Source: an optimization exercise on an open RTL-to-GDS flow (aim: small area and a short achievable clock period). Production flows keep margins and buffers that such runs may drop. Function was checked by simulation only, so behaviour that the tests miss may differ from the original. Power and IR drop assume default switching activity.

$ cat flow/design.v
`default_nettype none
package alu_pkg;
  localparam int DATA_W = 16;
  localparam int OP_W   = 6;
  localparam logic [OP_W-1:0] OP_ADD = 6'd13;
  localparam logic [OP_W-1:0] OP_SUB = 6'd14;
  localparam logic [OP_W-1:0] OP_LSR = 6'd15;
  localparam logic [OP_W-1:0] OP_LSL = 6'd16;
  localparam logic [OP_W-1:0] OP_MUL = 6'd17;
  localparam logic [OP_W-1:0] OP_CMP = 6'd20;   
  localparam logic [OP_W-1:0] OP_INC = 6'd21;
  localparam logic [OP_W-1:0] OP_DEC = 6'd22;
  localparam logic [OP_W-1:0] OP_AND = 6'd23;
  localparam logic [OP_W-1:0] OP_OR  = 6'd24;
  localparam logic [OP_W-1:0] OP_XOR = 6'd25;
  localparam logic [OP_W-1:0] OP_NOT = 6'd26;
  localparam logic [OP_W-1:0] OP_RSR = 6'd27;   
  localparam logic [OP_W-1:0] OP_RSL = 6'd28;   
endpackage
`default_nettype wire
`default_nettype none
module operand_select (
  input  wire [5:0]  opcode,
  input  wire [15:0] acc,
  input  wire [15:0] x,
  input  wire [15:0] y,
  input  wire [15:0] imm,
  input  wire        ra,
  output wire [15:0] reg_word,
  output wire [15:0] m2,
  output wire [15:0] a,
  output wire [15:0] b,
  output wire [15:0] bx,
  output wire        cin
);
  wire imm_zero = ~|imm;
  wire op_incdec = (opcode == 6'd21) | (opcode == 6'd22);
  wire op_not    = (opcode == 6'd26);
  wire unary     = op_incdec | op_not;
  wire inv       = (opcode == 6'd14) | (opcode == 6'd20) | (opcode == 6'd22) | op_not;
  assign reg_word = ra ? y : x;
  assign m2       = imm | ({16{imm_zero}} & acc);
  assign a        = (imm_zero & ~unary) ? acc : reg_word;
  wire [15:0] bsel = imm | ({16{imm_zero}} & reg_word);
  assign b        = {bsel[15:1] & {15{~unary}}, op_incdec | (bsel[0] & ~unary)};
  assign bx       = b ^ {16{inv}};
  assign cin      = inv & ~op_not;   
endmodule
`default_nettype wire
`default_nettype none
module arith_unit (
  input  wire [15:0] a,
  input  wire [15:0] bx,
  input  wire        cin,
  input  wire [15:0] reg_word,
  input  wire [15:0] m2,
  output wire [15:0] pr,         
  output wire [15:0] gn,         
  output wire [15:0] sum,
  output wire        add_cout,
  output wire        add_ovf,
  output wire [15:0] prod,
  output wire        prod_zero,
  output wire        mul_ovf
);
  wire [16:0] c;
  assign pr = a ^ bx;
  assign gn = a & bx;
  prefix_carry #(.W(16)) add_carry_inst (
    .g   (gn),
    .p   (pr),
    .cin (cin),
    .c   (c)
  );
  assign sum      = pr ^ c[15:0];
  assign add_cout = c[16];
  assign add_ovf  = c[16] ^ c[15];
  wire [16:0] r0, r1;
  wire  [16:0] p;
  mul_lo17 mul_lo17_inst (
    .a  (reg_word),
    .b  (m2),
    .r0 (r0),
    .r1 (r1)
  );
  wire [16:0] g0 = r0 & r1;
  wire [16:0] p0 = r0 ^ r1;
  wire [17:0] pc;
  prefix_carry #(.W(17)) mul_carry_inst (
    .g   (g0),
    .p   (p0),
    .cin (1'b0),
    .c   (pc)
  );
  assign p = p0 ^ pc[16:0];
  assign prod = p[15:0];
  wire [16:0] zc = p0 ^ {(r0[15:0] | r1[15:0]), 1'b0};
  assign prod_zero = ~|zc[15:0];
  wire   lo15_zero = ~|zc[14:0];
  logic [18:0] ta, tb;
  logic        ge15, ge16, ge18;   
  always_comb begin
    ta = '0;
    tb = '0;
    ta[0] = 1'b1;
    tb[0] = 1'b1;
    ta[1] = 1'b1;
    tb[1] = 1'b1;
    for (int j = 2; j <= 16; j++) begin
      ta[j] = ta[j-1] & (reg_word[16-j] == reg_word[15]);
      tb[j] = tb[j-1] & (m2[16-j] == m2[15]);
    end
    ge15 = 1'b0;
    ge16 = 1'b0;
    ge18 = 1'b0;
    for (int j = 1; j <= 16; j++) begin
      ge15 = ge15 | (ta[j] & ((j >= 14) ? 1'b1 : tb[15 - j]));
      ge16 = ge16 | (ta[j] & ((j >= 15) ? 1'b1 : tb[16 - j]));
      ge18 = ge18 | (ta[j] & ((j >= 17) ? 1'b1 : tb[18 - j]));
    end
  end
  wire neg_exact = p[16] & p[15] & lo15_zero & (reg_word[15] ^ m2[15]);
  assign mul_ovf = ~ge18 & (~ge15 | (ge16 ? (p[16] ^ p[15]) : ~neg_exact));
endmodule
module prefix_carry #(
  parameter int W = 16
) (
  input  wire [W-1:0] g,
  input  wire [W-1:0] p,
  input  wire         cin,
  output wire  [W:0]  c
);
  localparam int L = (W + 1 > 16) ? 5 : (W + 1 > 8) ? 4 : 3;   
  wire [W:0] gg [0:L];
  wire [W:0] pp [0:L];
  assign gg[0] = {g, cin};
  assign pp[0] = {p, 1'b0};
  for (genvar l = 0; l < L; l++) begin : g_level
    for (genvar i = 0; i <= W; i++) begin : g_bit
      if (((i >> l) & 1) == 1) begin : g_op
        assign gg[l+1][i] = gg[l][i] | (pp[l][i] & gg[l][((i >> l) << l) - 1]);
        assign pp[l+1][i] = pp[l][i] & pp[l][((i >> l) << l) - 1];
      end else begin : g_pass
        assign gg[l+1][i] = gg[l][i];
        assign pp[l+1][i] = pp[l][i];
      end
    end
  end
  assign c = gg[L];
endmodule
module mul_lo17 (
  input  wire [15:0] a,
  input  wire [15:0] b,
  output wire [16:0] r0,
  output wire [16:0] r1
);
  wire one_0;
  wire two_0;
  wire neg_0;
  wire one_1;
  wire two_1;
  wire neg_1;
  wire one_2;
  wire two_2;
  wire neg_2;
  wire one_3;
  wire two_3;
  wire neg_3;
  wire one_4;
  wire two_4;
  wire neg_4;
  wire one_5;
  wire two_5;
  wire neg_5;
  wire one_6;
  wire two_6;
  wire neg_6;
  wire one_7;
  wire two_7;
  wire neg_7;
  wire pp_0_0;
  wire pp_0_1;
  wire pp_0_2;
  wire pp_0_3;
  wire pp_0_4;
  wire pp_0_5;
  wire pp_0_6;
  wire pp_0_7;
  wire pp_0_8;
  wire pp_0_9;
  wire pp_0_10;
  wire pp_0_11;
  wire pp_0_12;
  wire pp_0_13;
  wire pp_0_14;
  wire pp_0_15;
  wire pp_0_16;
  wire pp_1_0;
  wire pp_1_1;
  wire pp_1_2;
  wire pp_1_3;
  wire pp_1_4;
  wire pp_1_5;
  wire pp_1_6;
  wire pp_1_7;
  wire pp_1_8;
  wire pp_1_9;
  wire pp_1_10;
  wire pp_1_11;
  wire pp_1_12;
  wire pp_1_13;
  wire pp_1_14;
  wire pp_2_0;
  wire pp_2_1;
  wire pp_2_2;
  wire pp_2_3;
  wire pp_2_4;
  wire pp_2_5;
  wire pp_2_6;
  wire pp_2_7;
  wire pp_2_8;
  wire pp_2_9;
  wire pp_2_10;
  wire pp_2_11;
  wire pp_2_12;
  wire pp_3_0;
  wire pp_3_1;
  wire pp_3_2;
  wire pp_3_3;
  wire pp_3_4;
  wire pp_3_5;
  wire pp_3_6;
  wire pp_3_7;
  wire pp_3_8;
  wire pp_3_9;
  wire pp_3_10;
  wire pp_4_0;
  wire pp_4_1;
  wire pp_4_2;
  wire pp_4_3;
  wire pp_4_4;
  wire pp_4_5;
  wire pp_4_6;
  wire pp_4_7;
  wire pp_4_8;
  wire pp_5_0;
  wire pp_5_1;
  wire pp_5_2;
  wire pp_5_3;
  wire pp_5_4;
  wire pp_5_5;
  wire pp_5_6;
  wire pp_6_0;
  wire pp_6_1;
  wire pp_6_2;
  wire pp_6_3;
  wire pp_6_4;
  wire pp_7_0;
  wire pp_7_1;
  wire pp_7_2;
  wire hs_0;
  wire hc_0;
  wire hs_1;
  wire hc_1;
  wire fs_0;
  wire fc_0;
  wire hs_2;
  wire hc_2;
  wire fs_1;
  wire fc_1;
  wire hs_3;
  wire hc_3;
  wire fs_2;
  wire fc_2;
  wire fs_3;
  wire fc_3;
  wire hs_4;
  wire hc_4;
  wire fs_4;
  wire fc_4;
  wire fs_5;
  wire fc_5;
  wire hs_5;
  wire hc_5;
  wire fs_6;
  wire fc_6;
  wire fs_7;
  wire fc_7;
  wire hs_6;
  wire hc_6;
  wire hs_7;
  wire hc_7;
  wire hs_8;
  wire hc_8;
  wire fs_8;
  wire fc_8;
  wire hs_9;
  wire hc_9;
  wire fs_9;
  wire fc_9;
  wire hs_10;
  wire hc_10;
  wire fs_10;
  wire fc_10;
  wire fs_11;
  wire fc_11;
  wire fs_12;
  wire fc_12;
  wire fs_13;
  wire fc_13;
  wire fs_14;
  wire fc_14;
  wire fs_15;
  wire fc_15;
  wire fs_16;
  wire fc_16;
  wire fs_17;
  wire fc_17;
  wire fs_18;
  wire fc_18;
  wire fs_19;
  wire fc_19;
  wire fs_20;
  wire fc_20;
  wire fs_21;
  wire fc_21;
  wire fs_22;
  wire fc_22;
  wire fs_23;
  wire fc_23;
  wire hs_11;
  wire hc_11;
  wire hs_12;
  wire hc_12;
  wire fs_24;
  wire fc_24;
  wire fs_25;
  wire fc_25;
  wire fs_26;
  wire fc_26;
  wire fs_27;
  wire fc_27;
  wire fs_28;
  wire fc_28;
  wire fs_29;
  wire fc_29;
  wire fs_30;
  wire fc_30;
  wire fs_31;
  wire fc_31;
  wire fs_32;
  wire fc_32;
  wire fs_33;
  wire fc_33;
  wire fs_34;
  wire fc_34;
  wire hs_13;
  wire hc_13;
  wire hs_14;
  wire hc_14;
  wire fs_35;
  wire fc_35;
  wire fs_36;
  wire fc_36;
  wire fs_37;
  wire fc_37;
  wire fs_38;
  wire fc_38;
  wire fs_39;
  wire fc_39;
  wire fs_40;
  wire fc_40;
  wire fs_41;
  wire fc_41;
  wire fs_42;
  wire fc_42;
  wire fs_43;
  wire fc_43;
  wire fs_44;
  wire fc_44;
  wire fs_45;
  wire fc_45;
  wire fs_46;
  wire fc_46;
  wire fs_47;
  wire fc_47;
  assign one_0 = a[0] ^ 1'b0;
  assign two_0 = (a[1] & ~a[0] & ~1'b0) | (~a[1] & a[0] & 1'b0);
  assign neg_0 = a[1];
  assign one_1 = a[2] ^ a[1];
  assign two_1 = (a[3] & ~a[2] & ~a[1]) | (~a[3] & a[2] & a[1]);
  assign neg_1 = a[3];
  assign one_2 = a[4] ^ a[3];
  assign two_2 = (a[5] & ~a[4] & ~a[3]) | (~a[5] & a[4] & a[3]);
  assign neg_2 = a[5];
  assign one_3 = a[6] ^ a[5];
  assign two_3 = (a[7] & ~a[6] & ~a[5]) | (~a[7] & a[6] & a[5]);
  assign neg_3 = a[7];
  assign one_4 = a[8] ^ a[7];
  assign two_4 = (a[9] & ~a[8] & ~a[7]) | (~a[9] & a[8] & a[7]);
  assign neg_4 = a[9];
  assign one_5 = a[10] ^ a[9];
  assign two_5 = (a[11] & ~a[10] & ~a[9]) | (~a[11] & a[10] & a[9]);
  assign neg_5 = a[11];
  assign one_6 = a[12] ^ a[11];
  assign two_6 = (a[13] & ~a[12] & ~a[11]) | (~a[13] & a[12] & a[11]);
  assign neg_6 = a[13];
  assign one_7 = a[14] ^ a[13];
  assign two_7 = (a[15] & ~a[14] & ~a[13]) | (~a[15] & a[14] & a[13]);
  assign neg_7 = a[15];
  assign pp_0_0 = ((one_0 & b[0]) | (two_0 & 1'b0)) ^ neg_0;
  assign pp_0_1 = ((one_0 & b[1]) | (two_0 & b[0])) ^ neg_0;
  assign pp_0_2 = ((one_0 & b[2]) | (two_0 & b[1])) ^ neg_0;
  assign pp_0_3 = ((one_0 & b[3]) | (two_0 & b[2])) ^ neg_0;
  assign pp_0_4 = ((one_0 & b[4]) | (two_0 & b[3])) ^ neg_0;
  assign pp_0_5 = ((one_0 & b[5]) | (two_0 & b[4])) ^ neg_0;
  assign pp_0_6 = ((one_0 & b[6]) | (two_0 & b[5])) ^ neg_0;
  assign pp_0_7 = ((one_0 & b[7]) | (two_0 & b[6])) ^ neg_0;
  assign pp_0_8 = ((one_0 & b[8]) | (two_0 & b[7])) ^ neg_0;
  assign pp_0_9 = ((one_0 & b[9]) | (two_0 & b[8])) ^ neg_0;
  assign pp_0_10 = ((one_0 & b[10]) | (two_0 & b[9])) ^ neg_0;
  assign pp_0_11 = ((one_0 & b[11]) | (two_0 & b[10])) ^ neg_0;
  assign pp_0_12 = ((one_0 & b[12]) | (two_0 & b[11])) ^ neg_0;
  assign pp_0_13 = ((one_0 & b[13]) | (two_0 & b[12])) ^ neg_0;
  assign pp_0_14 = ((one_0 & b[14]) | (two_0 & b[13])) ^ neg_0;
  assign pp_0_15 = ((one_0 & b[15]) | (two_0 & b[14])) ^ neg_0;
  assign pp_0_16 = ((one_0 & b[15]) | (two_0 & b[15])) ^ neg_0;
  assign pp_1_0 = ((one_1 & b[0]) | (two_1 & 1'b0)) ^ neg_1;
  assign pp_1_1 = ((one_1 & b[1]) | (two_1 & b[0])) ^ neg_1;
  assign pp_1_2 = ((one_1 & b[2]) | (two_1 & b[1])) ^ neg_1;
  assign pp_1_3 = ((one_1 & b[3]) | (two_1 & b[2])) ^ neg_1;
  assign pp_1_4 = ((one_1 & b[4]) | (two_1 & b[3])) ^ neg_1;
  assign pp_1_5 = ((one_1 & b[5]) | (two_1 & b[4])) ^ neg_1;
  assign pp_1_6 = ((one_1 & b[6]) | (two_1 & b[5])) ^ neg_1;
  assign pp_1_7 = ((one_1 & b[7]) | (two_1 & b[6])) ^ neg_1;
  assign pp_1_8 = ((one_1 & b[8]) | (two_1 & b[7])) ^ neg_1;
  assign pp_1_9 = ((one_1 & b[9]) | (two_1 & b[8])) ^ neg_1;
  assign pp_1_10 = ((one_1 & b[10]) | (two_1 & b[9])) ^ neg_1;
  assign pp_1_11 = ((one_1 & b[11]) | (two_1 & b[10])) ^ neg_1;
  assign pp_1_12 = ((one_1 & b[12]) | (two_1 & b[11])) ^ neg_1;
  assign pp_1_13 = ((one_1 & b[13]) | (two_1 & b[12])) ^ neg_1;
  assign pp_1_14 = ((one_1 & b[14]) | (two_1 & b[13])) ^ neg_1;
  assign pp_2_0 = ((one_2 & b[0]) | (two_2 & 1'b0)) ^ neg_2;
  assign pp_2_1 = ((one_2 & b[1]) | (two_2 & b[0])) ^ neg_2;
  assign pp_2_2 = ((one_2 & b[2]) | (two_2 & b[1])) ^ neg_2;
  assign pp_2_3 = ((one_2 & b[3]) | (two_2 & b[2])) ^ neg_2;
  assign pp_2_4 = ((one_2 & b[4]) | (two_2 & b[3])) ^ neg_2;
  assign pp_2_5 = ((one_2 & b[5]) | (two_2 & b[4])) ^ neg_2;
  assign pp_2_6 = ((one_2 & b[6]) | (two_2 & b[5])) ^ neg_2;
  assign pp_2_7 = ((one_2 & b[7]) | (two_2 & b[6])) ^ neg_2;
  assign pp_2_8 = ((one_2 & b[8]) | (two_2 & b[7])) ^ neg_2;
  assign pp_2_9 = ((one_2 & b[9]) | (two_2 & b[8])) ^ neg_2;
  assign pp_2_10 = ((one_2 & b[10]) | (two_2 & b[9])) ^ neg_2;
  assign pp_2_11 = ((one_2 & b[11]) | (two_2 & b[10])) ^ neg_2;
  assign pp_2_12 = ((one_2 & b[12]) | (two_2 & b[11])) ^ neg_2;
  assign pp_3_0 = ((one_3 & b[0]) | (two_3 & 1'b0)) ^ neg_3;
  assign pp_3_1 = ((one_3 & b[1]) | (two_3 & b[0])) ^ neg_3;
  assign pp_3_2 = ((one_3 & b[2]) | (two_3 & b[1])) ^ neg_3;
  assign pp_3_3 = ((one_3 & b[3]) | (two_3 & b[2])) ^ neg_3;
  assign pp_3_4 = ((one_3 & b[4]) | (two_3 & b[3])) ^ neg_3;
  assign pp_3_5 = ((one_3 & b[5]) | (two_3 & b[4])) ^ neg_3;
  assign pp_3_6 = ((one_3 & b[6]) | (two_3 & b[5])) ^ neg_3;
  assign pp_3_7 = ((one_3 & b[7]) | (two_3 & b[6])) ^ neg_3;
  assign pp_3_8 = ((one_3 & b[8]) | (two_3 & b[7])) ^ neg_3;
  assign pp_3_9 = ((one_3 & b[9]) | (two_3 & b[8])) ^ neg_3;
  assign pp_3_10 = ((one_3 & b[10]) | (two_3 & b[9])) ^ neg_3;
  assign pp_4_0 = ((one_4 & b[0]) | (two_4 & 1'b0)) ^ neg_4;
  assign pp_4_1 = ((one_4 & b[1]) | (two_4 & b[0])) ^ neg_4;
  assign pp_4_2 = ((one_4 & b[2]) | (two_4 & b[1])) ^ neg_4;
  assign pp_4_3 = ((one_4 & b[3]) | (two_4 & b[2])) ^ neg_4;
  assign pp_4_4 = ((one_4 & b[4]) | (two_4 & b[3])) ^ neg_4;
  assign pp_4_5 = ((one_4 & b[5]) | (two_4 & b[4])) ^ neg_4;
  assign pp_4_6 = ((one_4 & b[6]) | (two_4 & b[5])) ^ neg_4;
  assign pp_4_7 = ((one_4 & b[7]) | (two_4 & b[6])) ^ neg_4;
  assign pp_4_8 = ((one_4 & b[8]) | (two_4 & b[7])) ^ neg_4;
  assign pp_5_0 = ((one_5 & b[0]) | (two_5 & 1'b0)) ^ neg_5;
  assign pp_5_1 = ((one_5 & b[1]) | (two_5 & b[0])) ^ neg_5;
  assign pp_5_2 = ((one_5 & b[2]) | (two_5 & b[1])) ^ neg_5;
  assign pp_5_3 = ((one_5 & b[3]) | (two_5 & b[2])) ^ neg_5;
  assign pp_5_4 = ((one_5 & b[4]) | (two_5 & b[3])) ^ neg_5;
  assign pp_5_5 = ((one_5 & b[5]) | (two_5 & b[4])) ^ neg_5;
  assign pp_5_6 = ((one_5 & b[6]) | (two_5 & b[5])) ^ neg_5;
  assign pp_6_0 = ((one_6 & b[0]) | (two_6 & 1'b0)) ^ neg_6;
  assign pp_6_1 = ((one_6 & b[1]) | (two_6 & b[0])) ^ neg_6;
  assign pp_6_2 = ((one_6 & b[2]) | (two_6 & b[1])) ^ neg_6;
  assign pp_6_3 = ((one_6 & b[3]) | (two_6 & b[2])) ^ neg_6;
  assign pp_6_4 = ((one_6 & b[4]) | (two_6 & b[3])) ^ neg_6;
  assign pp_7_0 = ((one_7 & b[0]) | (two_7 & 1'b0)) ^ neg_7;
  assign pp_7_1 = ((one_7 & b[1]) | (two_7 & b[0])) ^ neg_7;
  assign pp_7_2 = ((one_7 & b[2]) | (two_7 & b[1])) ^ neg_7;
  assign hs_0 = pp_0_10 ^ pp_1_8;
  assign hc_0 = pp_0_10 & pp_1_8;
  assign hs_1 = pp_0_11 ^ pp_1_9;
  assign hc_1 = pp_0_11 & pp_1_9;
  assign fs_0 = pp_0_12 ^ pp_1_10 ^ pp_2_8;
  assign fc_0 = (pp_0_12 & pp_1_10) | (pp_0_12 & pp_2_8) | (pp_1_10 & pp_2_8);
  assign hs_2 = pp_3_6 ^ pp_4_4;
  assign hc_2 = pp_3_6 & pp_4_4;
  assign fs_1 = pp_0_13 ^ pp_1_11 ^ pp_2_9;
  assign fc_1 = (pp_0_13 & pp_1_11) | (pp_0_13 & pp_2_9) | (pp_1_11 & pp_2_9);
  assign hs_3 = pp_3_7 ^ pp_4_5;
  assign hc_3 = pp_3_7 & pp_4_5;
  assign fs_2 = pp_0_14 ^ pp_1_12 ^ pp_2_10;
  assign fc_2 = (pp_0_14 & pp_1_12) | (pp_0_14 & pp_2_10) | (pp_1_12 & pp_2_10);
  assign fs_3 = pp_3_8 ^ pp_4_6 ^ pp_5_4;
  assign fc_3 = (pp_3_8 & pp_4_6) | (pp_3_8 & pp_5_4) | (pp_4_6 & pp_5_4);
  assign hs_4 = pp_6_2 ^ pp_7_0;
  assign hc_4 = pp_6_2 & pp_7_0;
  assign fs_4 = pp_0_15 ^ pp_1_13 ^ pp_2_11;
  assign fc_4 = (pp_0_15 & pp_1_13) | (pp_0_15 & pp_2_11) | (pp_1_13 & pp_2_11);
  assign fs_5 = pp_3_9 ^ pp_4_7 ^ pp_5_5;
  assign fc_5 = (pp_3_9 & pp_4_7) | (pp_3_9 & pp_5_5) | (pp_4_7 & pp_5_5);
  assign hs_5 = pp_6_3 ^ pp_7_1;
  assign hc_5 = pp_6_3 & pp_7_1;
  assign fs_6 = pp_0_16 ^ pp_1_14 ^ pp_2_12;
  assign fc_6 = (pp_0_16 & pp_1_14) | (pp_0_16 & pp_2_12) | (pp_1_14 & pp_2_12);
  assign fs_7 = pp_3_10 ^ pp_4_8 ^ pp_5_6;
  assign fc_7 = (pp_3_10 & pp_4_8) | (pp_3_10 & pp_5_6) | (pp_4_8 & pp_5_6);
  assign hs_6 = pp_6_4 ^ pp_7_2;
  assign hc_6 = pp_6_4 & pp_7_2;
  assign hs_7 = pp_0_6 ^ pp_1_4;
  assign hc_7 = pp_0_6 & pp_1_4;
  assign hs_8 = pp_0_7 ^ pp_1_5;
  assign hc_8 = pp_0_7 & pp_1_5;
  assign fs_8 = pp_0_8 ^ pp_1_6 ^ pp_2_4;
  assign fc_8 = (pp_0_8 & pp_1_6) | (pp_0_8 & pp_2_4) | (pp_1_6 & pp_2_4);
  assign hs_9 = pp_3_2 ^ pp_4_0;
  assign hc_9 = pp_3_2 & pp_4_0;
  assign fs_9 = pp_0_9 ^ pp_1_7 ^ pp_2_5;
  assign fc_9 = (pp_0_9 & pp_1_7) | (pp_0_9 & pp_2_5) | (pp_1_7 & pp_2_5);
  assign hs_10 = pp_3_3 ^ pp_4_1;
  assign hc_10 = pp_3_3 & pp_4_1;
  assign fs_10 = pp_2_6 ^ pp_3_4 ^ pp_4_2;
  assign fc_10 = (pp_2_6 & pp_3_4) | (pp_2_6 & pp_4_2) | (pp_3_4 & pp_4_2);
  assign fs_11 = pp_5_0 ^ neg_5 ^ hs_0;
  assign fc_11 = (pp_5_0 & neg_5) | (pp_5_0 & hs_0) | (neg_5 & hs_0);
  assign fs_12 = pp_2_7 ^ pp_3_5 ^ pp_4_3;
  assign fc_12 = (pp_2_7 & pp_3_5) | (pp_2_7 & pp_4_3) | (pp_3_5 & pp_4_3);
  assign fs_13 = pp_5_1 ^ hc_0 ^ hs_1;
  assign fc_13 = (pp_5_1 & hc_0) | (pp_5_1 & hs_1) | (hc_0 & hs_1);
  assign fs_14 = pp_5_2 ^ pp_6_0 ^ neg_6;
  assign fc_14 = (pp_5_2 & pp_6_0) | (pp_5_2 & neg_6) | (pp_6_0 & neg_6);
  assign fs_15 = hc_1 ^ fs_0 ^ hs_2;
  assign fc_15 = (hc_1 & fs_0) | (hc_1 & hs_2) | (fs_0 & hs_2);
  assign fs_16 = pp_5_3 ^ pp_6_1 ^ fc_0;
  assign fc_16 = (pp_5_3 & pp_6_1) | (pp_5_3 & fc_0) | (pp_6_1 & fc_0);
  assign fs_17 = hc_2 ^ fs_1 ^ hs_3;
  assign fc_17 = (hc_2 & fs_1) | (hc_2 & hs_3) | (fs_1 & hs_3);
  assign fs_18 = neg_7 ^ fc_1 ^ hc_3;
  assign fc_18 = (neg_7 & fc_1) | (neg_7 & hc_3) | (fc_1 & hc_3);
  assign fs_19 = fs_2 ^ fs_3 ^ hs_4;
  assign fc_19 = (fs_2 & fs_3) | (fs_2 & hs_4) | (fs_3 & hs_4);
  assign fs_20 = fc_2 ^ fc_3 ^ hc_4;
  assign fc_20 = (fc_2 & fc_3) | (fc_2 & hc_4) | (fc_3 & hc_4);
  assign fs_21 = fs_4 ^ fs_5 ^ hs_5;
  assign fc_21 = (fs_4 & fs_5) | (fs_4 & hs_5) | (fs_5 & hs_5);
  assign fs_22 = fc_4 ^ fc_5 ^ hc_5;
  assign fc_22 = (fc_4 & fc_5) | (fc_4 & hc_5) | (fc_5 & hc_5);
  assign fs_23 = fs_6 ^ fs_7 ^ hs_6;
  assign fc_23 = (fs_6 & fs_7) | (fs_6 & hs_6) | (fs_7 & hs_6);
  assign hs_11 = pp_0_4 ^ pp_1_2;
  assign hc_11 = pp_0_4 & pp_1_2;
  assign hs_12 = pp_0_5 ^ pp_1_3;
  assign hc_12 = pp_0_5 & pp_1_3;
  assign fs_24 = pp_2_2 ^ pp_3_0 ^ neg_3;
  assign fc_24 = (pp_2_2 & pp_3_0) | (pp_2_2 & neg_3) | (pp_3_0 & neg_3);
  assign fs_25 = pp_2_3 ^ pp_3_1 ^ hc_7;
  assign fc_25 = (pp_2_3 & pp_3_1) | (pp_2_3 & hc_7) | (pp_3_1 & hc_7);
  assign fs_26 = neg_4 ^ hc_8 ^ fs_8;
  assign fc_26 = (neg_4 & hc_8) | (neg_4 & fs_8) | (hc_8 & fs_8);
  assign fs_27 = fc_8 ^ hc_9 ^ fs_9;
  assign fc_27 = (fc_8 & hc_9) | (fc_8 & fs_9) | (hc_9 & fs_9);
  assign fs_28 = fc_9 ^ hc_10 ^ fs_10;
  assign fc_28 = (fc_9 & hc_10) | (fc_9 & fs_10) | (hc_10 & fs_10);
  assign fs_29 = fc_10 ^ fs_12 ^ fc_11;
  assign fc_29 = (fc_10 & fs_12) | (fc_10 & fc_11) | (fs_12 & fc_11);
  assign fs_30 = fc_12 ^ fs_14 ^ fc_13;
  assign fc_30 = (fc_12 & fs_14) | (fc_12 & fc_13) | (fs_14 & fc_13);
  assign fs_31 = fc_14 ^ fc_15 ^ fs_16;
  assign fc_31 = (fc_14 & fc_15) | (fc_14 & fs_16) | (fc_15 & fs_16);
  assign fs_32 = fc_16 ^ fc_17 ^ fs_18;
  assign fc_32 = (fc_16 & fc_17) | (fc_16 & fs_18) | (fc_17 & fs_18);
  assign fs_33 = fc_18 ^ fc_19 ^ fs_20;
  assign fc_33 = (fc_18 & fc_19) | (fc_18 & fs_20) | (fc_19 & fs_20);
  assign fs_34 = fc_20 ^ fc_21 ^ fs_22;
  assign fc_34 = (fc_20 & fc_21) | (fc_20 & fs_22) | (fc_21 & fs_22);
  assign hs_13 = pp_0_2 ^ pp_1_0;
  assign hc_13 = pp_0_2 & pp_1_0;
  assign hs_14 = pp_0_3 ^ pp_1_1;
  assign hc_14 = pp_0_3 & pp_1_1;
  assign fs_35 = pp_2_0 ^ neg_2 ^ hs_11;
  assign fc_35 = (pp_2_0 & neg_2) | (pp_2_0 & hs_11) | (neg_2 & hs_11);
  assign fs_36 = pp_2_1 ^ hc_11 ^ hs_12;
  assign fc_36 = (pp_2_1 & hc_11) | (pp_2_1 & hs_12) | (hc_11 & hs_12);
  assign fs_37 = hc_12 ^ fs_24 ^ hs_7;
  assign fc_37 = (hc_12 & fs_24) | (hc_12 & hs_7) | (fs_24 & hs_7);
  assign fs_38 = fc_24 ^ hs_8 ^ fs_25;
  assign fc_38 = (fc_24 & hs_8) | (fc_24 & fs_25) | (hs_8 & fs_25);
  assign fs_39 = hs_9 ^ fc_25 ^ fs_26;
  assign fc_39 = (hs_9 & fc_25) | (hs_9 & fs_26) | (fc_25 & fs_26);
  assign fs_40 = hs_10 ^ fc_26 ^ fs_27;
  assign fc_40 = (hs_10 & fc_26) | (hs_10 & fs_27) | (fc_26 & fs_27);
  assign fs_41 = fc_27 ^ fs_28 ^ fs_11;
  assign fc_41 = (fc_27 & fs_28) | (fc_27 & fs_11) | (fs_28 & fs_11);
  assign fs_42 = fc_28 ^ fs_13 ^ fs_29;
  assign fc_42 = (fc_28 & fs_13) | (fc_28 & fs_29) | (fs_13 & fs_29);
  assign fs_43 = fs_15 ^ fc_29 ^ fs_30;
  assign fc_43 = (fs_15 & fc_29) | (fs_15 & fs_30) | (fc_29 & fs_30);
  assign fs_44 = fs_17 ^ fc_30 ^ fs_31;
  assign fc_44 = (fs_17 & fc_30) | (fs_17 & fs_31) | (fc_30 & fs_31);
  assign fs_45 = fs_19 ^ fc_31 ^ fs_32;
  assign fc_45 = (fs_19 & fc_31) | (fs_19 & fs_32) | (fc_31 & fs_32);
  assign fs_46 = fs_21 ^ fc_32 ^ fs_33;
  assign fc_46 = (fs_21 & fc_32) | (fs_21 & fs_33) | (fc_32 & fs_33);
  assign fs_47 = fs_23 ^ fc_33 ^ fs_34;
  assign fc_47 = (fs_23 & fc_33) | (fs_23 & fs_34) | (fc_33 & fs_34);
  assign r0[0] = pp_0_0;
  assign r1[0] = neg_0;
  assign r0[1] = pp_0_1;
  assign r1[1] = 1'b0;
  assign r0[2] = neg_1;
  assign r1[2] = hs_13;
  assign r0[3] = hc_13;
  assign r1[3] = hs_14;
  assign r0[4] = hc_14;
  assign r1[4] = fs_35;
  assign r0[5] = fc_35;
  assign r1[5] = fs_36;
  assign r0[6] = fc_36;
  assign r1[6] = fs_37;
  assign r0[7] = fc_37;
  assign r1[7] = fs_38;
  assign r0[8] = fc_38;
  assign r1[8] = fs_39;
  assign r0[9] = fc_39;
  assign r1[9] = fs_40;
  assign r0[10] = fc_40;
  assign r1[10] = fs_41;
  assign r0[11] = fc_41;
  assign r1[11] = fs_42;
  assign r0[12] = fc_42;
  assign r1[12] = fs_43;
  assign r0[13] = fc_43;
  assign r1[13] = fs_44;
  assign r0[14] = fc_44;
  assign r1[14] = fs_45;
  assign r0[15] = fc_45;
  assign r1[15] = fs_46;
  assign r0[16] = fc_46;
  assign r1[16] = fs_47;
endmodule
`default_nettype wire
`default_nettype none
module bitwise_unit (
  input  wire [5:0]  opcode,
  input  wire [15:0] a,
  input  wire [15:0] b,
  output wire [15:0] shift_val
);
  wire right = (opcode == 6'd15) | (opcode == 6'd27);   
  wire lsh   = (opcode == 6'd15) | (opcode == 6'd16);   
  wire big   = |b[15:4];
  wire [15:0] src = right ? {a[14:0], a[15]} : a;
  wire [3:0]  k   = right ? ~b[3:0] : b[3:0];
  wire [15:0] th = 16'hffff << b[3:0];
  logic [15:0] rot;
  logic [15:0] keep;
  always_comb begin
    rot = src;
    for (int s = 0; s < 4; s++) begin
      if (k[s]) rot = (rot << (1 << s)) | (rot >> (16 - (1 << s)));
    end
    for (int i = 0; i < 16; i++) begin
      keep[i] = right ? th[15 - i] : th[i];
    end
  end
  assign shift_val = lsh ? (rot & keep & {16{~big}}) : rot;
endmodule
`default_nettype wire
`default_nettype none
module result_register (
  input  wire        clk,
  input  wire        rst,
  input  wire        en,
  input  wire [5:0]  opcode,
  input  wire [15:0] pr,
  input  wire [15:0] gn,
  input  wire [15:0] sum,
  input  wire        add_cout,
  input  wire        add_ovf,
  input  wire [15:0] prod,
  input  wire        prod_zero,
  input  wire        mul_ovf,
  input  wire [15:0] shift_val,
  output logic [15:0] res,
  output logic [3:0]  flags,
  output logic        done
);
  logic sel_add, sel_sub, sel_mul, sel_p, sel_g, sel_shift;
  always_comb begin
    sel_add   = 1'b0;
    sel_sub   = 1'b0;
    sel_mul   = 1'b0;
    sel_p     = 1'b0;
    sel_g     = 1'b0;
    sel_shift = 1'b0;
    case (opcode)
      6'd13, 6'd21:               sel_add   = 1'b1;
      6'd14, 6'd20, 6'd22:        sel_sub   = 1'b1;
      6'd17:                      sel_mul   = 1'b1;
      6'd23:                      sel_g     = 1'b1;
      6'd24:                      {sel_p, sel_g} = 2'b11;
      6'd25, 6'd26:               sel_p     = 1'b1;
      6'd15, 6'd16, 6'd27, 6'd28: sel_shift = 1'b1;
      default: ;
    endcase
  end
  wire sel_arith = sel_add | sel_sub;
  wire [15:0] v_rest = ({16{sel_arith}} & sum) |
                       ({16{sel_p}}     & pr)  |
                       ({16{sel_g}}     & gn)  |
                       ({16{sel_shift}} & shift_val);
  wire [15:0] value  = v_rest | ({16{sel_mul}} & prod);
  wire        zero   = sel_mul ? prod_zero : ~|v_rest;
  wire hit     = sel_arith | sel_mul | sel_p | sel_g | sel_shift;
  wire flag_we = en & hit;                      
  wire res_we  = flag_we & (opcode != 6'd20);   
  wire [3:0] next_flags = {zero, value[15], sel_arith & (add_cout ^ sel_sub),
                           (sel_arith & add_ovf) | (sel_mul & mul_ovf)};
  always_ff @(posedge clk) begin
    if (!rst) begin
      res   <= '0;
      flags <= '0;
      done  <= 1'b0;
    end else begin
      done <= en;
      if (flag_we) flags <= next_flags;
      if (res_we)  res   <= value;
    end
  end
endmodule
`default_nettype wire
`default_nettype none
module alu_top (
  input  wire        clk,
  input  wire        rst,
  input  wire        en,
  input  wire [70:0] req,
  output wire [15:0] res,
  output wire [3:0]  flags,
  output wire        done
);
  wire [5:0]  opcode = req[70:65];
  wire [15:0] acc    = req[64:49];
  wire [15:0] x      = req[48:33];
  wire [15:0] y      = req[32:17];
  wire [15:0] imm    = req[16:1];
  wire        ra     = req[0];
  wire [15:0] reg_word, m2, a, b, bx;
  wire        cin;
  wire [15:0] pr, gn, sum, prod, shift_val;
  wire        add_cout, add_ovf, mul_ovf, prod_zero;
  operand_select operand_select_inst (
    .opcode   (opcode),
    .acc      (acc),
    .x        (x),
    .y        (y),
    .imm      (imm),
    .ra       (ra),
    .reg_word (reg_word),
    .m2       (m2),
    .a        (a),
    .b        (b),
    .bx       (bx),
    .cin      (cin)
  );
  arith_unit arith_unit_inst (
    .a         (a),
    .bx        (bx),
    .cin       (cin),
    .reg_word  (reg_word),
    .m2        (m2),
    .pr        (pr),
    .gn        (gn),
    .sum       (sum),
    .add_cout  (add_cout),
    .add_ovf   (add_ovf),
    .prod      (prod),
    .prod_zero (prod_zero),
    .mul_ovf   (mul_ovf)
  );
  bitwise_unit bitwise_unit_inst (
    .opcode    (opcode),
    .a         (a),
    .b         (b),
    .shift_val (shift_val)
  );
  result_register result_register_inst (
    .clk       (clk),
    .rst       (rst),
    .en        (en),
    .opcode    (opcode),
    .pr        (pr),
    .gn        (gn),
    .sum       (sum),
    .add_cout  (add_cout),
    .add_ovf   (add_ovf),
    .prod      (prod),
    .prod_zero (prod_zero),
    .mul_ovf   (mul_ovf),
    .shift_val (shift_val),
    .res       (res),
    .flags     (flags),
    .done      (done)
  );
endmodule
`default_nettype wire
$ cat flow/flow/run.sh
#!/bin/bash
# The standard layout with two changes: synthesis without full-adder
# extraction (ABC then sees and times the adder and multiplier logic whole),
# and the port buffers made from buf_1 rather than the delay cell
# buffer_ports picks by default.
set -euo pipefail
bash standard.sh ADDER_MAP_FILE= "BUFFER_PORTS_ARGS=-buffer_cell sky130_fd_sc_hd__buf_1" finish > standard.log 2>&1
$ cat flow/standard.sh
#!/bin/bash
# synth_recipe.tcl (not shown) runs the flow's synth.tcl, then flattens the netlist and writes it again
# the make line also repeats each setting of config.mk as NAME=value (left out here)
make -C /OpenROAD-flow-scripts/flow DESIGN_CONFIG=/design/flow/config.mk WORK_HOME=/design/flow/orfs CLKGATE_MAP_FILE= SYNTH_SCRIPT=/design/flow/synth_recipe.tcl "${@:-finish}"
$ cat flow/config.mk
export PLATFORM = sky130hd
export DESIGN_NAME = alu_top
export DESIGN_NICKNAME = alu_top
export VERILOG_FILES = /design/flow/design.v
export SDC_FILE = /design/flow/constraint.sdc
export NUM_CORES = 4
export LEC_CHECK = 0
export ABC_AREA = 1
export CAP_MARGIN = 20
export CORE_MARGIN = 2
export CORE_UTILIZATION = 55
export PLACE_DENSITY = 0.8
export SETUP_SLACK_MARGIN = 5
export SLEW_MARGIN = 20
$ cat flow/constraint.sdc
create_clock -name core_clock -period 11.5 [get_ports {clk}]
set_input_delay 2.3000 -clock core_clock [delete_from_list [all_inputs] [get_ports {clk}]]
set_output_delay 2.3000 -clock core_clock [all_outputs]
set_load 0.01 [all_outputs]
==> run notes, run 1 <==
status=timing/DRC/antenna clean; CP max stage cell=nor4_1; Tot GR Track Use=36.9%; DRC errors left=0; Post-Route WL=38700 µm; Synth async-reset ratio=0%; yosys warns=5; register area=around 420 µm²; Worst Max-Slew Pin Slew=approximately 0.87 ns; most frequent cell on the critical path=nand2_1; Via density=a little under 6; post-route cell area=roughly 11000 µm²; initial antenna violation count=0; post-layout util=59.6%; number of buffers added on ports=94; RSZ-0062 raised after global routing=yes; root buffer cell=clkbuf_16; via count=14500; Final Skew=0 ns; Hold Violations, Final=0; TritonRoute pass-1 iters=9; number of synthesized flops with an enable pin=0; Max Fanout on Critical Path=35; Mapped Avg Cell Area=4.76 µm²; clk buf depth=2; Max Cap Viol=0; CP Launch Type=primary input; # IOs=95; max incr delay on CP=around 0.45 ns; estimated wirelength of the detail-placed design=~30000 µm; Post-Syn Nets=~2300; Critical Path Sink Type=register; Initial Utilization=55.9%; sequential element share of the synthesized area=slightly above 4%; die width=~140 µm; Peak supply drop=around 0.14 mV; multi-input combinational cell area=approximately 8500 µm²; Setup TNS=0 ns; post-layout min period=between 6 and 7 ns; die area=approximately 20000 µm²; Finish-stage setup viols=0; Area growth syn-to-layout=6.65%; Critical Path AT=6.35 ns; Final Wtd Congestion=a little over 1; Core Region=around 19000 µm²; clk slew on worst S/H paths=0.06 ns; Nets=2329; fin. max-slew vios=0; wire per inst=~16 µm; Yosys reg bits=21; Tcrit/Tclk final=between 50 and 60%; CTS tree=built; GR Overflow Total=0; dpl cell area=around 11000 µm²; PwrDens=about 130 nW/µm²; CTS sink count=21; largest net degree at the start of global routing=36; drt first-iter violations=1978; cells after synthesis=about 2200; vias in the first global route=12500; layout cells sized above 1=roughly 5.7%; later-pin clock latency in the skew report=0.25 ns; fillcell total=1974; H-tree depth=1; global-route wire length before repair=between 60000 and 70000 µm; n_diodes=0; Rel. slew slack=between 40% and 50%; post-synthesis cell type count=55; Worst Hold Class=register to register; FMAX=~160 MHz; worst endpoint required time=11.71 ns; Setup CP Type=primary input to register; row count=50; die height=roughly 140 µm; Detail Route Antenna Nets=0; final hold slack=0.487 ns; # hold bufs at CTS=0; Post-Syn Area=10400 µm²; CTS Buf Count=3; Leak Pwr=roughly 6.4 nW; Synth Flop Type=dfxtp_1
-- cell usage after synthesis (3+ instances only) --
cell	number	share of area (%)
a211oi_1	3	0.22
a21oi_1	30	1.4
a22oi_1	7	0.50
a31oi_1	11	0.66
buf_2	19	0.91
buf_4	6	0.43
buf_6	13	1.4
clkbuf_1	29	1.0
clkinv_1	3	0.11
dfxtp_1	21	4.0
inv_1	295	11
inv_2	14	0.50
mux2i_1	4	0.38
nand2_1	925	33
nand2_2	27	1.6
nand3_1	247	12
nand3b_1	11	0.79
nand4_1	35	2.1
nor2_1	139	5.0
nor2_2	4	0.24
nor3_1	9	0.43
nor4_1	5	0.30
o2111ai_1	8	0.67
o211ai_1	3	0.22
o21a_1	4	0.29
o21ai_0	128	6.1
o21ai_1	18	0.86
o21ai_2	10	0.84
o21bai_1	6	0.43
o221ai_1	19	1.6
o22ai_1	20	1.2
o31ai_1	3	0.22
or2_1	3	0.18
or2_2	3	0.18
xnor2_1	28	2.4
xor2_1	54	4.5
-- layout by cell type, fill, tap and decap left out, types with 19 or more instances in the layout --
cell	synthesis	routed
o21ai_0	128	125
nand2_2	27	31
nor2_1	139	138
nand4_1	35	35
inv_1	295	290
a21oi_1	30	30
buf_4	6	31
xnor2_1	28	28
o22ai_1	20	20
dfxtp_1	21	21
nand2_1	925	920
buf_1	2	93
o221ai_1	19	19
xor2_1	54	54
nand3_1	247	247
-- critical path, delay by kind of cell --
kind	cells	cell delay, ns
simple gates	21	2.66
buf+inv	6	0.98
compound gates	3	0.40
-- area by class of cell --
type                    count  share of cell area [%]
repair inverters            4                   0.180
multi-input cells        1786                    76.4
clock buffers               3                   0.675
well taps                 234                    2.63
inverters                 313                    10.8
repair buffers            126                    5.47
clock inverters             1                  0.0450
flip-flops and latches     21                    3.78
-- stage by stage --
step	total power, W	instances	worst slack, ns
2_1_floorplan	0.00102	2188	6.25
3_3_place_gp	0.00125	2457	4.41
3_5_place_dp	0.00128	2457	4.26
4_1_cts	0.00135	2462	5.01
5_1_grt	0.00157	2488	4.97
6_report	0.00139	2488	5.35
-- sequential cells by signal, indices dropped and copies added, names as in the netlist --
register and count:
result_register_inst.res 16, result_register_inst.done 1, result_register_inst.flags 4
-- what timing repair did --
action	in CTS	in global routing
pin swaps	0	4
setup endpoints to repair	12	19
hold endpoints to repair	0	0
gates cloned	1	4
gates resized for setup	5	23
setup buffers	0	22
-- where the power goes --
| group | switching (W) | internal (W) | leakage [nW] |
|---|---|---|---|
| clock network | 0.0000270 | 0.0000467 | 0.0409 |
| logic | 0.000849 | 0.000390 | 6.15 |
| registers | 0.00000330 | 0.0000777 | 0.171 |
-- cell families (layout without fill, tap and decap cells) --
| kind of cell | Yosys count | after routing | synth area share [%] |
|---|---|---|---|
| AOI/OAI and AO/OA | 280 | 280 | 16.3 |
| xor gates and xnor gates | 83 | 83 | 7.05 |
| buffers and inverters | 382 | 447 | 15.2 |
| DFF | 21 | 21 | 4.03 |
| muxes | 4 | 4 | 0.384 |
| and+or+nand+nor | 1418 | 1419 | 57.0 |
-- path summary, 6_finish.rpt --
path,slack [ns],to,cells past startpoint,start
worst min-delay path,0.49,result_register_inst.flags[1]$_SDFFE_PN0P_,2,result_register_inst.flags[1]$_SDFFE_PN0P_
worst min register to register,0.49,result_register_inst.flags[1]$_SDFFE_PN0P_,2,result_register_inst.flags[1]$_SDFFE_PN0P_
worst max-delay path,5.35,result_register_inst.flags[3]$_SDFFE_PN0P_,30,req[0]
worst max register to register,10.63,result_register_inst.res[14]$_SDFFE_PN0P_,3,result_register_inst.res[14]$_SDFFE_PN0P_
-- per-layer routing --
| layer | share of wire, % | global-route usage [%] | wire, µm | up-vias |
|---|---|---|---|---|
| li1 | - | - | - | 7125 |
| met4 | 6.5 | 20.7 | 2520 | 0 |
| met3 | 11 | 6.14 | 4270 | 207 |
| met5 | 0 | 0 | 0 | - |
| met2 | 44 | 61.0 | 16800 | 903 |
| met1 | 39 | 45.4 | 15000 | 6280 |
==> run 2: changes to the inputs <==
==> flow/flow/run.sh (replaced) <==
#!/bin/bash
# The standard layout with two changes: synthesis without full-adder
# extraction (ABC then sees and times the adder and multiplier logic whole),
# and the port buffers made from buf_1 rather than the delay cell
# buffer_ports picks by default; timing repair aims at 5.25 ns of setup slack.
set -euo pipefail
bash standard.sh ADDER_MAP_FILE= "BUFFER_PORTS_ARGS=-buffer_cell sky130_fd_sc_hd__buf_1" SETUP_SLACK_MARGIN=5.25 finish > standard.log 2>&1
--- a/flow/config.mk
+++ b/flow/config.mk
@@ -8,7 +8,7 @@
 export ABC_AREA = 1
 export CAP_MARGIN = 20
 export CORE_MARGIN = 2
-export CORE_UTILIZATION = 55
-export PLACE_DENSITY = 0.8
+export CORE_UTILIZATION = 60
+export PLACE_DENSITY = 0.75
 export SETUP_SLACK_MARGIN = 5
 export SLEW_MARGIN = 20
==> run 2 against run 1 <==
Still clean on timing, DRC and antenna; register-to-register slack improved by 0.08 ns; hold slack improved by 0.024 ns; critical path depth decreased by 6; wire length increased by 1.7%; area after synthesis unchanged; global-route usage increased by 3.8 points; die area decreased by 8.1%; via count about the same; clock skew unchanged; non-clock buffer count increased by 9; sequential power decreased by 0.6%; critical path type unchanged; critical endpoint unchanged.
==> run notes, run 2 <==
status=timing/DRC/antenna clean (unchanged); Post-Syn Nets=2262 (unchanged); CTS tree=built (unchanged); later-pin clock latency in the skew report=0.25 ns (about the same); most numerous cell in the Yosys netlist=nand2_1 (unchanged); TritonRoute pass-1 iters=9 (unchanged); H-tree depth=1 (unchanged); Yosys reg bits=21 (unchanged); Critical Path AT=6.12 ns (was 6.35 ns); number of synthesized flops with an enable pin=0 (unchanged); fin. max-slew vios=0 (unchanged); DRC errors left=0 (unchanged); max reg flops=16 (unchanged); most frequent cells in the layout=nand2_1 (916), inv_1 (289), nand3_1 (247), nor2_1 (138), o21ai_0 (119) (was nand2_1 (920), inv_1 (290), nand3_1 (247), nor2_1 (138), o21ai_0 (125)); Synth Flop Type=dfxtp_1 (unchanged); register area=420 µm² (unchanged); Tcrit/Tclk final=51.9% (was 53.4%); biggest registers after layout=result_register_inst.res: 16 flops, result_register_inst.flags: 4 flops, result_register_inst.done: 1 flops (unchanged); Setup CP Type=primary input to register (unchanged); Post-Route WL=39300 µm (was 38700 µm); die width=136 µm (was 142 µm); Max Fanout on Critical Path=13 (was 35); Final Wtd Congestion=1.03 (about the same); Hold Violations, Final=0 (unchanged); Finish-stage setup viols=0 (unchanged); CP Launch Type=primary input (unchanged); GR Overflow Total=0 (unchanged); fillcell total=1773 (was 1974); root buffer cell=clkbuf_16 (unchanged); Setup TNS=0 ns (unchanged); row count=48 (was 50); multi-input combinational cell area=8550 µm² (was 8500 µm²); Nets=2338 (was 2329); Max Cap Viol=0 (unchanged); post-synthesis cell type count=55 (unchanged); r2r startpoint=result_register_inst.res[14]$_SDFFE_PN0P_ (unchanged); # IOs=95 (unchanged); yosys warns=5 (unchanged); Largest Register=result_register_inst.res (unchanged); Mapped Avg Cell Area=4.76 µm² (unchanged); Via density=5.84 (was 5.83); clk slew on worst S/H paths=0.06 ns (about the same); wire per inst=15.8 µm (was 15.5 µm); n_diodes=0 (unchanged); Post-Syn Area=10400 µm² (unchanged); Leak Pwr=6.42 nW (was 6.37 nW); vias in the first global route=12400 (was 12500); Synth async-reset ratio=0% (unchanged); Area growth syn-to-layout=7.91% (was 6.65%); sequential element share of the synthesized area=4.03% (unchanged); post-layout util=65.7% (was 59.6%); PwrDens=122 nW/µm² (was 125 nW/µm²); max incr delay on CP=0.44 ns (was 0.45 ns); CTS Buf Count=3 (unchanged); commonest non-fill, non-tap cell in the layout=nand2_1 (unchanged); RSZ-0062 raised after global routing=no (was yes); top cells by area, synth=nand2_1 (33%), nand3_1 (12%), inv_1 (11%) (unchanged); Peak supply drop=0.112 mV (was 0.139 mV); CTS sink count=21 (unchanged); cells after synthesis=2188 (unchanged); drt first-iter violations=1645 (was 1978); post-layout min period=5.97 ns (was 6.15 ns); FMAX=168 MHz (was 163 MHz); hold_sp=result_register_inst.flags[1]$_SDFFE_PN0P_ (unchanged); crit path from=req[67] (was req[0]); global-route wire length before repair=60300 µm (was 60600 µm); post-route cell area=11200 µm² (was 11100 µm²); most frequent cells after synthesis=nand2_1 (925), inv_1 (295), nand3_1 (247) (unchanged); estimated wirelength of the detail-placed design=30000 µm (was 30400 µm); Final Skew=0 ns (unchanged); largest net degree at the start of global routing=36 (unchanged); Detail Route Antenna Nets=0 (unchanged); final hold slack=0.511 ns (was 0.487 ns); post-synth top area share=33.3% (unchanged); CP top delay family=simple AND/OR/NAND/NOR gates (unchanged); CP max stage cell=clkinvlp_2 (was nor4_1); CP bufs+invs=5 (was 6); dpl cell area=10800 µm² (about the same); crit path cell chain=buf_1 -> nand2_1 -> nor2_1 -> nand3_1 -> nand2_4 -> clkinv_1 -> nand2_2 -> nor2_1 -> nor2_4 -> clkinvlp_2 -> o21ai_0 -> nand2_1 -> o21ai_0 -> o2111ai_1 -> o211ai_1 -> inv_1 -> nand2_1 -> nor2_1 -> nand2_1 -> nor2_1 -> nand3_1 -> nand2_1 -> nand2_1 -> inv_1; Rel. slew slack=43.2% (was 41.8%); layout cells sized above 1=6.32% (was 5.68%); via count=14500 (about the same); initial antenna violation count=0 (unchanged); Tot GR Track Use=40.7% (was 36.9%); worst endpoint required time=11.65 ns (was 11.71 ns); Worst Max-Slew Pin Slew=0.844 ns (was 0.871 ns); Core Region=17100 µm² (was 18600 µm²); Critical Path Sink Type=register (unchanged); clk buf depth=2 (unchanged); number of buffers added on ports=94 (unchanged); Worst Hold Class=register to register (unchanged); die height=136 µm (was 142 µm); most frequent cell on the critical path=nand2_1 (unchanged); largest area contributor in the netlist=nand2_1 (unchanged); die area=18400 µm² (was 20100 µm²); Initial Utilization=60.9% (was 55.9%); # hold bufs at CTS=0 (unchanged)
run 2: cell counts after synthesis:
Identical to the previous run, type by type.
run 2: kinds of logic after synthesis:
logic type	after synthesis	share of synthesized area (%)
simple gates	1418	57.0
flops	21	4.03
compound gates	280	16.3
mux	4	0.384
buf+inv	382	15.2
xor+xnor	83	7.05
run 2: per-layer routing:
layer / track usage (%) / vias up / part of all wire [%]
li1: - / 7143 / -
met1: 50.5 / 6212 / 38
met2: 67.8 / 939 / 43
met3: 4.26 / 225 / 11
met4: 24.3 / 0 / 7.6
met5: 0 / - / 0
run 2: worst register-to-register path: stages, from the launching register on:
cell,delay [ns]
dfxtp_1,0.33
o21ai_0,0.16
o21bai_1,0.15
inv_1,0.06
run 2: power breakdown:
part	internal [W]	total, W	switching (W)
sequential	0.0000777	0.0000805	0.00000279
clock	0.0000472	0.0000735	0.0000263
combinational	0.000395	0.00122	0.000825
run 2: area by class of cell:
| class | instances | area share (%) |
|---|---|---|
| multi-input combinational | 1787 | 76.0 |
| inverter | 313 | 10.7 |
| timing repair buffer | 135 | 6.17 |
| sequential | 21 | 3.74 |
| tap | 225 | 2.50 |
| clock buffer | 4 | 0.701 |
| timing repair inverter | 3 | 0.133 |
run 2: final timing paths:
kind                                                 to  slack [ns]  cells after the start
max          result_register_inst.flags[3]$_SDFFE_PN0P_        5.53                     24
min          result_register_inst.flags[1]$_SDFFE_PN0P_        0.51                      2
max reg2reg   result_register_inst.res[14]$_SDFFE_PN0P_       10.71                      3
min reg2reg  result_register_inst.flags[1]$_SDFFE_PN0P_        0.51                      2
run 2: per-stage QoR:
step | setup slack [ns] | instances | power [W]
global route | 5.20 | 2488 | 0.00154
detailed placement | 4.37 | 2451 | 0.00125
floorplan | 6.25 | 2188 | 0.00102
global placement | 4.48 | 2451 | 0.00122
CTS | 5.23 | 2460 | 0.00133
finish | 5.53 | 2488 | 0.00137
run 2: repair_timing:
item                       4_1_cts  5_1_grt
setup buffers                    3       24
pin swaps                        1        8
setup endpoints to repair       19       19
gates resized for setup          7       47
cloned                           2        4
==> run 3: changes to the inputs <==
==> flow/flow/run.sh (replaced) <==
#!/bin/bash
# The standard layout with two changes: synthesis without full-adder
# extraction (ABC then sees and times the adder and multiplier logic whole),
# and the port buffers made from buf_1 rather than the delay cell
# buffer_ports picks by default; after global routing, cells on the 30% least critical paths are downsized (RECOVER_POWER).
set -euo pipefail
bash standard.sh ADDER_MAP_FILE= "BUFFER_PORTS_ARGS=-buffer_cell sky130_fd_sc_hd__buf_1" RECOVER_POWER=30 finish > standard.log 2>&1
==> run 3 against run 2 <==
Combinational power hardly changed; largest power group unchanged; critical path type unchanged; first-iteration DRC count fell by 9.1%; clock skew unchanged; register-to-register slack about the same; global-route usage down 0.16 points; final cell count shrank 0.64%; sequential power about the same; hold slack worse by 0.0014 ns; clock power is 1% higher; still clean on timing, DRC and antenna; synthesized cell count unchanged; sequential share of layout area increased by 0.070 points.
==> run notes, run 3 <==
status=timing/DRC/antenna clean (unchanged); Area growth syn-to-layout=5.93% (was 7.91%); sequential element share of the synthesized area=4.03% (unchanged); number of synthesized flops with an enable pin=0 (unchanged); Detail Route Antenna Nets=0 (unchanged); Setup TNS=0 ns (unchanged); Core Region=17100 µm² (unchanged); Peak supply drop=0.112 mV (about the same); max incr delay on CP=0.42 ns (was 0.44 ns); largest area contributor in the netlist=nand2_1 (unchanged); worst endpoint required time=11.70 ns (was 11.65 ns); Post-Route WL=38800 µm (was 39300 µm); clk slew on worst S/H paths=0.06 ns (about the same); via count=14400 (was 14500); Crit. path cell count=22 (was 24); Initial Utilization=60.9% (unchanged); Tcrit/Tclk final=53.1% (was 51.9%); post-synthesis cell type count=55 (unchanged); n_diodes=0 (unchanged); most frequent cells after synthesis=nand2_1 (925), inv_1 (295), nand3_1 (247) (unchanged); die area=18400 µm² (unchanged); r2r startpoint=result_register_inst.res[14]$_SDFFE_PN0P_ (unchanged); Critical Path AT=6.31 ns (was 6.12 ns); fillcell total=1797 (was 1773); CTS tree=built (unchanged); TritonRoute pass-1 iters=6 (was 9); die height=136 µm (unchanged); Synth Flop Type=dfxtp_1 (unchanged); GR Overflow Total=0 (unchanged); Clk network pwr share=5.4% (was 5.3%); Worst Max-Slew Pin Slew=1.14 ns (was 0.844 ns); top cells by area, synth=nand2_1 (33%), nand3_1 (12%), inv_1 (11%) (unchanged); Max Fanout on Critical Path=35 (was 13); RSZ-0062 raised after global routing=no (unchanged); fin. max-slew vios=0 (unchanged); PwrDens=124 nW/µm² (was 122 nW/µm²); r2r endpoint=result_register_inst.res[14]$_SDFFE_PN0P_ (unchanged); most frequent cell on the critical path=nand2_1 (unchanged); Post-Syn Nets=2262 (unchanged); wire per inst=15.7 µm (was 15.8 µm); hold_sp=result_register_inst.flags[1]$_SDFFE_PN0P_ (unchanged); crit path from=req[0] (was req[67]); later-pin clock latency in the skew report=0.25 ns (about the same); FMAX=164 MHz (was 168 MHz); post-route cell area=11000 µm² (was 11200 µm²); largest family of logic cells by synthesized area=simple AND/OR/NAND/NOR gates (unchanged); Via density=5.82 (was 5.84); dpl cell area=10800 µm² (unchanged); CP max stage cell=nand2_1 (was clkinvlp_2); Adder-Cell Fraction of Synth Area=0% (unchanged); hold path depth=2 (unchanged); sw frac=62.2% (about the same); DRC errors left=0 (unchanged); drt first-iter violations=1496 (was 1645); multiplexer area fraction after synthesis=0.384% (unchanged); largest net degree at the start of global routing=36 (unchanged); Max Cap Viol=0 (unchanged); register area=420 µm² (unchanged); CP top delay family=buffers and inverters (was simple AND/OR/NAND/NOR gates); post-synth top area share=33.3% (unchanged); WHS Endpoint=result_register_inst.flags[1]$_SDFFE_PN0P_ (unchanged); global-route wire length before repair=60000 µm (was 60300 µm); multi-input combinational cell area=8490 µm² (was 8550 µm²); number of buffers added on ports=94 (unchanged); die width=136 µm (unchanged); CP Launch Type=primary input (unchanged); Mapped Avg Cell Area=4.76 µm² (unchanged); Leak Pwr=6.35 nW (was 6.42 nW); row count=48 (unchanged); vias in the first global route=12400 (about the same); Critical Path Sink Type=register (unchanged); crit path cell chain=buf_8 -> nand2_1 -> o21ai_2 -> buf_6 -> clkinvlp_4 -> buf_4 -> buf_4 -> o21ai_0 -> nand2_1 -> inv_1 -> nand2_1 -> nand2_1 -> inv_1 -> o2111ai_1 -> o2111ai_1 -> inv_1 -> nand3_1 -> nor2_1 -> nand3_1 -> nand2_1 -> nand2_1 -> inv_1 (was buf_1 -> nand2_1 -> nor2_1 -> nand3_1 -> nand2_4 -> clkinv_1 -> nand2_2 -> nor2_1 -> nor2_4 -> clkinvlp_2 -> o21ai_0 -> nand2_1 -> o21ai_0 -> o2111ai_1 -> o211ai_1 -> inv_1 -> nand2_1 -> nor2_1 -> nand2_1 -> nor2_1 -> nand3_1 -> nand2_1 -> nand2_1 -> inv_1); # IOs=95 (unchanged); most frequent cells in the layout=nand2_1 (921), inv_1 (292), nand3_1 (247), nor2_1 (138), o21ai_0 (122) (was nand2_1 (916), inv_1 (289), nand3_1 (247), nor2_1 (138), o21ai_0 (119)); Hold Violations, Final=0 (unchanged); Final Skew=0 ns (unchanged); Post-Syn Area=10400 µm² (unchanged); R2R Setup Slk=10.70 ns (was 10.71 ns); xor and xnor area share after synthesis=7.05% (unchanged); initial antenna violation count=0 (unchanged); post-layout min period=6.11 ns (was 5.97 ns); biggest registers after layout=result_register_inst.res: 16 flops, result_register_inst.flags: 4 flops, result_register_inst.done: 1 flops (unchanged); yosys warns=5 (unchanged); Yosys reg bits=21 (unchanged); cells after synthesis=2188 (unchanged); CTS sink count=21 (unchanged); Final Wtd Congestion=1.03 (unchanged); CP bufs+invs=9 (was 5); clk buf depth=2 (unchanged); max reg flops=16 (unchanged); worst reg-to-reg path cell count=3 (unchanged); most numerous cell in the Yosys netlist=nand2_1 (unchanged); layout cells sized above 1=5.25% (was 6.32%); commonest non-fill, non-tap cell in the layout=nand2_1 (unchanged); Finish-stage setup viols=0 (unchanged); Compound-Gate Fraction of Synth Area=16.3% (unchanged); Worst Hold Class=register to register (unchanged); sequential share of power=5.9% (about the same); P_int=0.000515 W (was 0.000520 W); Tot GR Track Use=40.5% (was 40.7%); Setup CP Type=primary input to register (unchanged); Psw=0.000849 W (was 0.000854 W); Rel. slew slack=23.2% (was 43.2%); CTS Buf Count=3 (unchanged); Nets=2322 (was 2338); H-tree depth=1 (unchanged); Synth Area in Simple Gates=57.0% (unchanged); combinational power share=88.7% (was 88.8%); estimated wirelength of the detail-placed design=30000 µm (unchanged); root buffer cell=clkbuf_16 (unchanged); Largest Register=result_register_inst.res (unchanged); Synth async-reset ratio=0% (unchanged)
## run 3: logic make-up (layout without fill, tap and decap cells)
kind of cell	count (synthesis)	in the layout
AO/OA/AOI/OAI	280	280
multiplexers	4	4
XOR/XNOR	83	83
buffers and inverters	382	440
AND/OR/NAND/NOR	1418	1419
flip-flops	21	21
## run 3: area by class of cell
class / instances / share of cell area [%]
Sequential cell: 21 / 3.81
Timing Repair inverter: 2 / 0.0907
Clock buffer: 4 / 0.714
Inverter: 313 / 10.8
Multi-Input combinational cell: 1786 / 76.9
Timing Repair Buffer: 121 / 5.18
Tap cell: 225 / 2.55
## run 3: worst max path at each step
| stage | slack, ns | to |
|---|---|---|
| 6_report | 5.39 | result_register_inst.flags[3]$_SDFFE_PN0P_ |
| 5_1_grt | 4.98 | result_register_inst.flags[0]$_SDFFE_PN0P_ |
| 4_1_cts | 4.97 | result_register_inst.res[13]$_SDFFE_PN0P_ |
| 3_5_place_dp | 4.37 | result_register_inst.res[13]$_SDFFE_PN0P_ |
| 3_3_place_gp | 4.48 | result_register_inst.res[13]$_SDFFE_PN0P_ |
| 2_1_floorplan | 6.25 | result_register_inst.flags[0]$_SDFFE_PN0P_ |
## run 3: what timing repair did
| item | in CTS | in global routing |
|---|---|---|
| resized for setup | 4 | 25 |
| buffers inserted | 0 | 13 |
| pin swaps | 0 | 3 |
| setup endpoints to repair | 10 | 19 |
| gates cloned | 1 | 3 |
| hold buffers | 0 | 0 |
## run 3: stage by stage
step	utilization, %	worst slack [ns]	total power [W]	hold slack, ns	instances
finish	64.5	5.39	0.00136	0.510	2472
global route	64.5	4.98	0.00153	0.534	2472
CTS	63.4	4.97	0.00133	0.510	2456
detailed placement	62.9	4.37	0.00125	0.466	2451
global placement	62.9	4.48	0.00122	0.466	2451
floorplan	-	6.25	0.00102	0.487	2188
## run 3: per-layer routing
layer	wire length (µm)	up-vias	track usage, %	share of wire [%]
met5	0	-	0	0
met4	2880	0	25.2	7.4
met3	4080	211	4.45	11
met2	17000	845	67.4	44
met1	14800	6219	49.9	38
li1	-	7103	-	-
## run 3: power groups by stage
| stage | registers, W | clock network (W) | logic [W] |
|---|---|---|---|
| 3_5_place_dp | 0.0000820 | 0 | 0.00117 |
| 4_1_cts | 0.0000804 | 0.0000729 | 0.00117 |
| 6_report | 0.0000805 | 0.0000743 | 0.00121 |
| 2_1_floorplan | 0.0000838 | 0 | 0.000939 |
| 5_1_grt | 0.0000808 | 0.0000770 | 0.00137 |
| 3_3_place_gp | 0.0000819 | 0 | 0.00114 |
## run 3: worst reg2reg max path, stage by stage (launching register included)
cell and delay (ns):
dfxtp_1 0.33, o21ai_0 0.16, o21bai_1 0.15, inv_1 0.06

-- static timing again, ports no longer ideal --
Ports are ideal in the flow. The routed layouts listed here were re-timed in OpenROAD. Step 1 sets driving cells, clkbuf_16 on the clock port and buf_2 on the other inputs (assumed; they add their load-dependent delay and slew). Step 2 times the ports against the registers' clock, not the clock port: input delays grow and output delays shrink by t, the midpoint of the rising clock arrivals with the driver on. a / b / c = ideal / step 1 / step 2; a / b = the first two.
| run | shift t [ns] | slack for setup (ns) | worst setup path at the end | slew at the worst register clock pin (ns) | worst data-port slew with drivers (ns) |
|---|---|---|---|---|---|
| run 1 | 0.281 | 5.354 / 5.334 / 5.053 | input to register | 0.06 / 0.06 | 0.05 |
| run 2 | 0.281 | 5.533 / 5.537 / 5.256 | input to register | 0.06 / 0.06 | 0.06 |
| run 3 | 0.282 | 5.392 / 5.373 / 5.090 | input to register | 0.06 / 0.06 | 0.05 |
After both steps every run listed still meets setup and hold. For run 3, which loses most, drivers alone change the setup slack by -0.019 ns; drivers and shift together by -0.302 ns.
